This design comes from an exercise in tuning for small area on the open sky130 flow, not from production work. In this exercise RTL edits were held to simulation tests only and were not proved equivalent to the original. The clock port is modelled as an ideal driver; clocking choices that lean on that would not hold on a real chip. No activity file was given, so power comes from the tool's default toggle rates.

// apb3_slave_mem
module apb3_slave_mem
#(
    parameter int unsigned ADDR_WIDTH  = 8,
    parameter int unsigned WIDTH       = 32,
    parameter int unsigned DEPTH       = 48,
    parameter int unsigned WAIT_STATES = 2
) (
    input  logic                  pclk_i,
    input  logic                  preset_i,
    input  logic                  psel_i,
    input  logic                  penable_i,
    input  logic                  pwrite_i,
    input  logic [ADDR_WIDTH-1:0] paddr_i,
    input  logic [WIDTH-1:0]      pwdata_i,
    input  logic [WIDTH/8-1:0]    pstrb_i,
    output logic [WIDTH-1:0]      prdata_o,
    output logic                  pready_o,
    output logic                  pslverr_o,
    output logic [1:0]            dbg_state_o
);
Size: ~1500 flip-flops, about 85 I/O pins, roughly 54000 µm² of cells after synthesis.
clock: 10.0 ns
lec_check: 0
cap_margin: 15
core_margin: 2
core_utilization: 75
cts_buf_list: sky130_fd_sc_hd__clkbuf_16
cts_cluster_diameter: 110
cts_cluster_size: 33
slew_margin: 15
synth_hierarchical: 1
synth_minimum_keep_size: 0
standard.sh (not shown) runs the stock make flow with config.mk's settings and CLKGATE_MAP_FILE= SYNTH_SCRIPT=/design/flow/synth_recipe.tcl, a recipe that flattens the netlist after the stock synthesis.
==> flow/flow/run.sh <==
#!/bin/bash
# Own layout flow: the standard ORFS flow (standard.sh, which also runs
# the standard synthesis unchanged) with two changes:
#  - clock tree: no dummy loads (clock_tree_synthesis -dont_use_dummy_load),
#    clkbuf_16 clusters of at most 33 sinks within 110 um;
#  - port buffers: every input and output port still gets a buffer, but the
#    smallest buffer cell (buf_1) rather than the resizer's default pick.
# The tools' full output goes to standard_flow.log here; ORFS's per-step
# logs stay under orfs/logs/.
set -euo pipefail
export CTS_ARGS="-sink_clustering_enable -repair_clock_nets -dont_use_dummy_load -buf_list sky130_fd_sc_hd__clkbuf_16 -sink_clustering_size 33 -sink_clustering_max_diameter 110"
export BUFFER_PORTS_ARGS="-buffer_cell sky130_fd_sc_hd__buf_1"
bash standard.sh > standard_flow.log 2>&1
Rerun with:
==> flow/flow/run.sh (replaced) <==
#!/bin/bash
# Own layout flow: the standard ORFS flow (standard.sh, which also runs
# the standard synthesis unchanged) with two changes:
#  - clock tree: no dummy loads (clock_tree_synthesis -dont_use_dummy_load),
#    clkbuf_16 clusters of at most 30 sinks within 100 um;
#  - port buffers: every input and output port still gets a buffer, but the
#    smallest buffer cell (buf_1) rather than the resizer's default pick.
# The tools' full output goes to standard_flow.log here; ORFS's per-step
# logs stay under orfs/logs/.
set -euo pipefail
export CTS_ARGS="-sink_clustering_enable -repair_clock_nets -dont_use_dummy_load -buf_list sky130_fd_sc_hd__clkbuf_16 -sink_clustering_size 30 -sink_clustering_max_diameter 100"
export BUFFER_PORTS_ARGS="-buffer_cell sky130_fd_sc_hd__buf_1"
bash standard.sh > standard_flow.log 2>&1
- CTS_CLUSTER_DIAMETER: 110 -> 100
- CTS_CLUSTER_SIZE: 33 -> 30
The changed run completed with no timing, DRC or antenna violations.
Area after synthesis stays the same.
Clock power grows by about 3%.
Wire length grows by 0.51%.
Final cell count barely changes.
Via count grows by 0.31%.


The RTL this note starts from:
==> flow/design.v <==
package apb3_pkg;
    typedef enum logic [1:0] {
        IDLE = 2'd0,
        WAIT = 2'd1,
        DONE = 2'd2
    } apb3_state_e;
    localparam int unsigned CNT_W = 4;
    function automatic integer lanes_of(input integer width);
        lanes_of = width / 8;
    endfunction
    function automatic integer idx_shift_of(input integer width);
        idx_shift_of = $clog2(width / 8);
    endfunction
endpackage
import apb3_pkg::*;
module apb3_wait_ctr
(
    input  logic             clk_i,
    input  logic             rst_i,
    input  logic             load_i,
    input  logic [CNT_W-1:0] load_val_i,
    input  logic             dec_i,
    output logic [CNT_W-1:0] value_o,
    output logic             done_o
);
    logic [CNT_W-1:0] cnt_d;
    logic [CNT_W-1:0] cnt_q;
    always_comb begin
        cnt_d = cnt_q;
        if (load_i) begin
            cnt_d = load_val_i;
        end else if (dec_i && (cnt_q != '0)) begin
            cnt_d = cnt_q - 1'b1;
        end
    end
    always_ff @(posedge clk_i) begin
        if (rst_i) begin
            cnt_q <= '0;
        end else begin
            cnt_q <= cnt_d;
        end
    end
    assign value_o = cnt_q;
    assign done_o  = (cnt_q == CNT_W'(1));
endmodule
import apb3_pkg::*;
module apb3_slave_mem
#(
    parameter int unsigned ADDR_WIDTH  = 8,
    parameter int unsigned WIDTH       = 32,
    parameter int unsigned DEPTH       = 48,
    parameter int unsigned WAIT_STATES = 2
) (
    input  logic                  pclk_i,
    input  logic                  preset_i,
    input  logic                  psel_i,
    input  logic                  penable_i,
    input  logic                  pwrite_i,
    input  logic [ADDR_WIDTH-1:0] paddr_i,
    input  logic [WIDTH-1:0]      pwdata_i,
    input  logic [WIDTH/8-1:0]    pstrb_i,
    output logic [WIDTH-1:0]      prdata_o,
    output logic                  pready_o,
    output logic                  pslverr_o,
    output logic [1:0]            dbg_state_o
);
    localparam int unsigned LANES  = WIDTH / 8;
    localparam int unsigned SHIFT  = $clog2(WIDTH / 8);
    localparam int unsigned IDX_W  = ADDR_WIDTH - SHIFT;
    localparam int unsigned LO_W   = 3;
    localparam int unsigned NLO    = 1 << LO_W;
    localparam int unsigned NHI    = (DEPTH + NLO - 1) / NLO;
    localparam int unsigned NTRI   = (DEPTH + 2) / 3;
    logic [1:0]       st_q;
    logic [WIDTH-1:0] mem_q [DEPTH];
    logic [IDX_W-1:0] idx;
    logic             err;
    logic [LANES-1:0] strb_in;
    logic             commit;
    logic [NHI-1:0]   hi_dec;
    logic [NHI-1:0]   hi_wr;
    logic [NLO-1:0]   lo_dec;
    logic [DEPTH-1:0] row_en_n;
    logic [LANES-1:0] lane_en_n;
    logic [DEPTH-1:0] rd_sel;
    logic [WIDTH-1:0] wdata;
    always_comb begin
        idx = paddr_i[ADDR_WIDTH-1:SHIFT];
        err = (paddr_i[SHIFT-1:0] != '0) || ({1'b0, idx} >= (IDX_W + 1)'(DEPTH));
        strb_in = pstrb_i;
    end
    assign pready_o    = st_q[1] & ~st_q[0];
    assign dbg_state_o = {st_q[1] & ~st_q[0], st_q[0]};
    assign pslverr_o   = err;
    assign commit = pready_o & psel_i & penable_i & pwrite_i & ~err;
    always_ff @(posedge pclk_i) begin
        if (preset_i) begin
            st_q <= 2'b00;
        end else begin
            st_q[0] <= psel_i & ~st_q[1] & (st_q[0] | ~penable_i);
            st_q[1] <= psel_i & st_q[0];
        end
    end
    always_comb begin
        for (int h = 0; h < int'(NHI); h++) begin
            hi_dec[h] = (idx[IDX_W-1:LO_W] == (IDX_W - LO_W)'(h));
            hi_wr[h]  = commit & hi_dec[h];
        end
        for (int l = 0; l < int'(NLO); l++) begin
            lo_dec[l] = (idx[LO_W-1:0] == LO_W'(l));
        end
        for (int b = 0; b < int'(LANES); b++) begin
            lane_en_n[b] = ~(preset_i | strb_in[b]);
        end
        for (int i = 0; i < int'(DEPTH); i++) begin
            rd_sel[i] = hi_dec[i / NLO] & lo_dec[i % NLO];
        end
        wdata = preset_i ? '0 : pwdata_i;
    end
    for (genvar i = 0; i < int'(DEPTH); i++) begin : g_row
        apb3_row_en u_row (
            .a_i   (hi_wr[i / NLO]),
            .b_i   (lo_dec[i % NLO]),
            .c_i   (preset_i),
            .y_n_o (row_en_n[i])
        );
        for (genvar b = 0; b < int'(LANES); b++) begin : g_lane
            logic en;
            apb3_nor2 u_en (
                .a_i (row_en_n[i]),
                .b_i (lane_en_n[b]),
                .y_o (en)
            );
            always_ff @(posedge pclk_i) begin
                if (en) begin
                    mem_q[i][8*b +: 8] <= wdata[8*b +: 8];
                end
            end
        end
    end
    for (genvar k = 0; k < int'(WIDTH); k++) begin : g_rd
        logic [NTRI-1:0] part_n;
        for (genvar t = 0; t < int'(NTRI); t++) begin : g_tri
            apb3_aoi222 u_aoi (
                .s_i ({rd_sel[3*t+2], rd_sel[3*t+1], rd_sel[3*t]}),
                .d_i ({mem_q[3*t+2][k], mem_q[3*t+1][k], mem_q[3*t][k]}),
                .y_n_o (part_n[t])
            );
        end
        apb3_nand_n #(.N(NTRI)) u_or (
            .a_i (part_n),
            .y_o (prdata_o[k])
        );
    end
endmodule
module apb3_row_en (
    input  logic a_i,
    input  logic b_i,
    input  logic c_i,
    output logic y_n_o
);
    assign y_n_o = ~((a_i & b_i) | c_i);
endmodule
module apb3_nor2 (
    input  logic a_i,
    input  logic b_i,
    output logic y_o
);
    assign y_o = ~(a_i | b_i);
endmodule
module apb3_aoi222 (
    input  logic [2:0] s_i,
    input  logic [2:0] d_i,
    output logic       y_n_o
);
    assign y_n_o = ~|(s_i & d_i);
endmodule
module apb3_nand_n
#(
    parameter int unsigned N = 16
) (
    input  logic [N-1:0] a_i,
    output logic         y_o
);
    assign y_o = ~&a_i;
endmodule
Settings: LEC_CHECK=0, CAP_MARGIN=15, CORE_MARGIN=2, CORE_UTILIZATION=75, CTS_BUF_LIST=sky130_fd_sc_hd__clkbuf_16, CTS_CLUSTER_DIAMETER=80, CTS_CLUSTER_SIZE=25, SLEW_MARGIN=15, SYNTH_HIERARCHICAL=1, SYNTH_MINIMUM_KEEP_SIZE=0; clock period 10.0 ns.
run.sh (not shown) runs the stock make flow with config.mk's settings and CLKGATE_MAP_FILE= SYNTH_SCRIPT=/design/flow/synth_recipe.tcl, a recipe that flattens the netlist after the stock synthesis.
Stock flow here: none of the scripts above is used.
The starting point ran to the end with no violations.
Then changed:
==> flow/flow/run.sh (new file) <==
#!/bin/bash
# Own layout flow: the standard ORFS flow (standard.sh, which also runs
# the standard synthesis unchanged) with two changes:
#  - clock tree: no dummy loads (clock_tree_synthesis -dont_use_dummy_load),
#    clkbuf_16 clusters of at most 30 sinks within 100 um;
#  - port buffers: every input and output port still gets a buffer, but the
#    smallest buffer cell (buf_1) rather than the resizer's default pick.
# The tools' full output goes to standard_flow.log here; ORFS's per-step
# logs stay under orfs/logs/.
set -euo pipefail
export CTS_ARGS="-sink_clustering_enable -repair_clock_nets -dont_use_dummy_load -buf_list sky130_fd_sc_hd__clkbuf_16 -sink_clustering_size 30 -sink_clustering_max_diameter 100"
export BUFFER_PORTS_ARGS="-buffer_cell sky130_fd_sc_hd__buf_1"
bash standard.sh > standard_flow.log 2>&1
==> flow/standard.sh (new file) <==
#!/bin/bash
# synth_recipe.tcl (not shown) runs the flow's synth.tcl, then flattens the netlist and writes it again
# the make line also repeats each setting of config.mk as NAME=value (left out here)
make -C /OpenROAD-flow-scripts/flow DESIGN_CONFIG=/design/flow/config.mk WORK_HOME=/design/flow/orfs CLKGATE_MAP_FILE= SYNTH_SCRIPT=/design/flow/synth_recipe.tcl "${@:-finish}"
--- a/flow/config.mk
+++ b/flow/config.mk
@@ -11,4 +11,4 @@
 export CTS_BUF_LIST = sky130_fd_sc_hd__clkbuf_16
-export CTS_CLUSTER_DIAMETER = 80
-export CTS_CLUSTER_SIZE = 25
+export CTS_CLUSTER_DIAMETER = 100
+export CTS_CLUSTER_SIZE = 30
 export SLEW_MARGIN = 15
removed: flow/run.sh
Outcome: Count of clock-buffer cells in the layout fell by 18; die area does not change; area after synthesis is unchanged; worst hold slack improves by 0.0044 ns; cell count went down by 1.0%.
Then changed:
==> flow/run.sh (new file) <==
#!/bin/bash
# synth_recipe.tcl (not shown) runs the flow's synth.tcl, then flattens the netlist and writes it again
# the make line also repeats each setting of config.mk as NAME=value (left out here)
make -C /OpenROAD-flow-scripts/flow DESIGN_CONFIG=/design/flow/config.mk WORK_HOME=/design/flow/orfs CLKGATE_MAP_FILE= SYNTH_SCRIPT=/design/flow/synth_recipe.tcl finish
==> flow/config.mk (replaced) <==
export PLATFORM = sky130hd
export DESIGN_NAME = apb3_slave_mem
export DESIGN_NICKNAME = apb3_slave_mem
export VERILOG_FILES = /design/flow/design.v
export SDC_FILE = /design/flow/constraint.sdc
export NUM_CORES = 4
export LEC_CHECK = 0
export CAP_MARGIN = 20
export CORE_MARGIN = 2
export CORE_UTILIZATION = 60
export SLEW_MARGIN = 20
export SYNTH_HIERARCHICAL = 1
export SYNTH_MINIMUM_KEEP_SIZE = 0
removed: flow/flow/run.sh
removed: flow/standard.sh
What happened: The changed run ran to the end with no violations. Global-route usage went down by 5.4 points. Worst hold slack loses 0.0089 ns. Design area went up by 8.0%. Clock-buffer cell count went up by 140. Synthesized cell count is unchanged. Die area went up by about 25%. First-iteration DRC count went down by about 14%. Wire length went up by about 9%.

## port drivers added, routing unchanged
Ports are ideal in the flow. The routed layouts listed here were re-timed in OpenROAD. Step 1 sets driving cells, clkbuf_16 on the clock port and buf_2 on the other inputs (assumed; they add their load-dependent delay and slew). Step 2 times the ports against the registers' clock, not the clock port: input delays grow and output delays shrink by t, the midpoint of the rising clock arrivals with the driver on. a / b / c = ideal ports / drivers / drivers and shift; a / b = the first two.
| run | t, ns | setup slack, ns | hold slack, ns | worst slew at a driven data input, ns | cell pins on the clock port's net |
|---|---|---|---|---|---|
| the first run of note 1 | 0.738 | 2.799 / 2.762 / 2.762 | 0.487 / 0.487 / 0.487 | 0.07 | 1 |
| the second run of note 1 | 0.740 | 2.766 / 2.730 / 2.730 | 0.479 / 0.479 / 0.479 | 0.08 | 1 |
| the first run of note 2 | 0.709 | 1.670 / 1.647 / 1.647 | 0.467 / 0.467 / 0.467 | 0.11 | 1 |
| the second run of note 2 | 0.734 | 2.645 / 2.621 / 2.621 | 0.471 / 0.471 / 0.471 | 0.12 | 1 |
| the third run of note 2 | 0.806 | 2.005 / 1.979 / 1.979 | 0.463 / 0.463 / 0.463 | 0.04 | 1 |
After both steps every run listed still meets setup and hold. The setup slack of the first run of note 1, which loses most, moves by -0.037 ns with the drivers and by -0.037 ns with both steps.
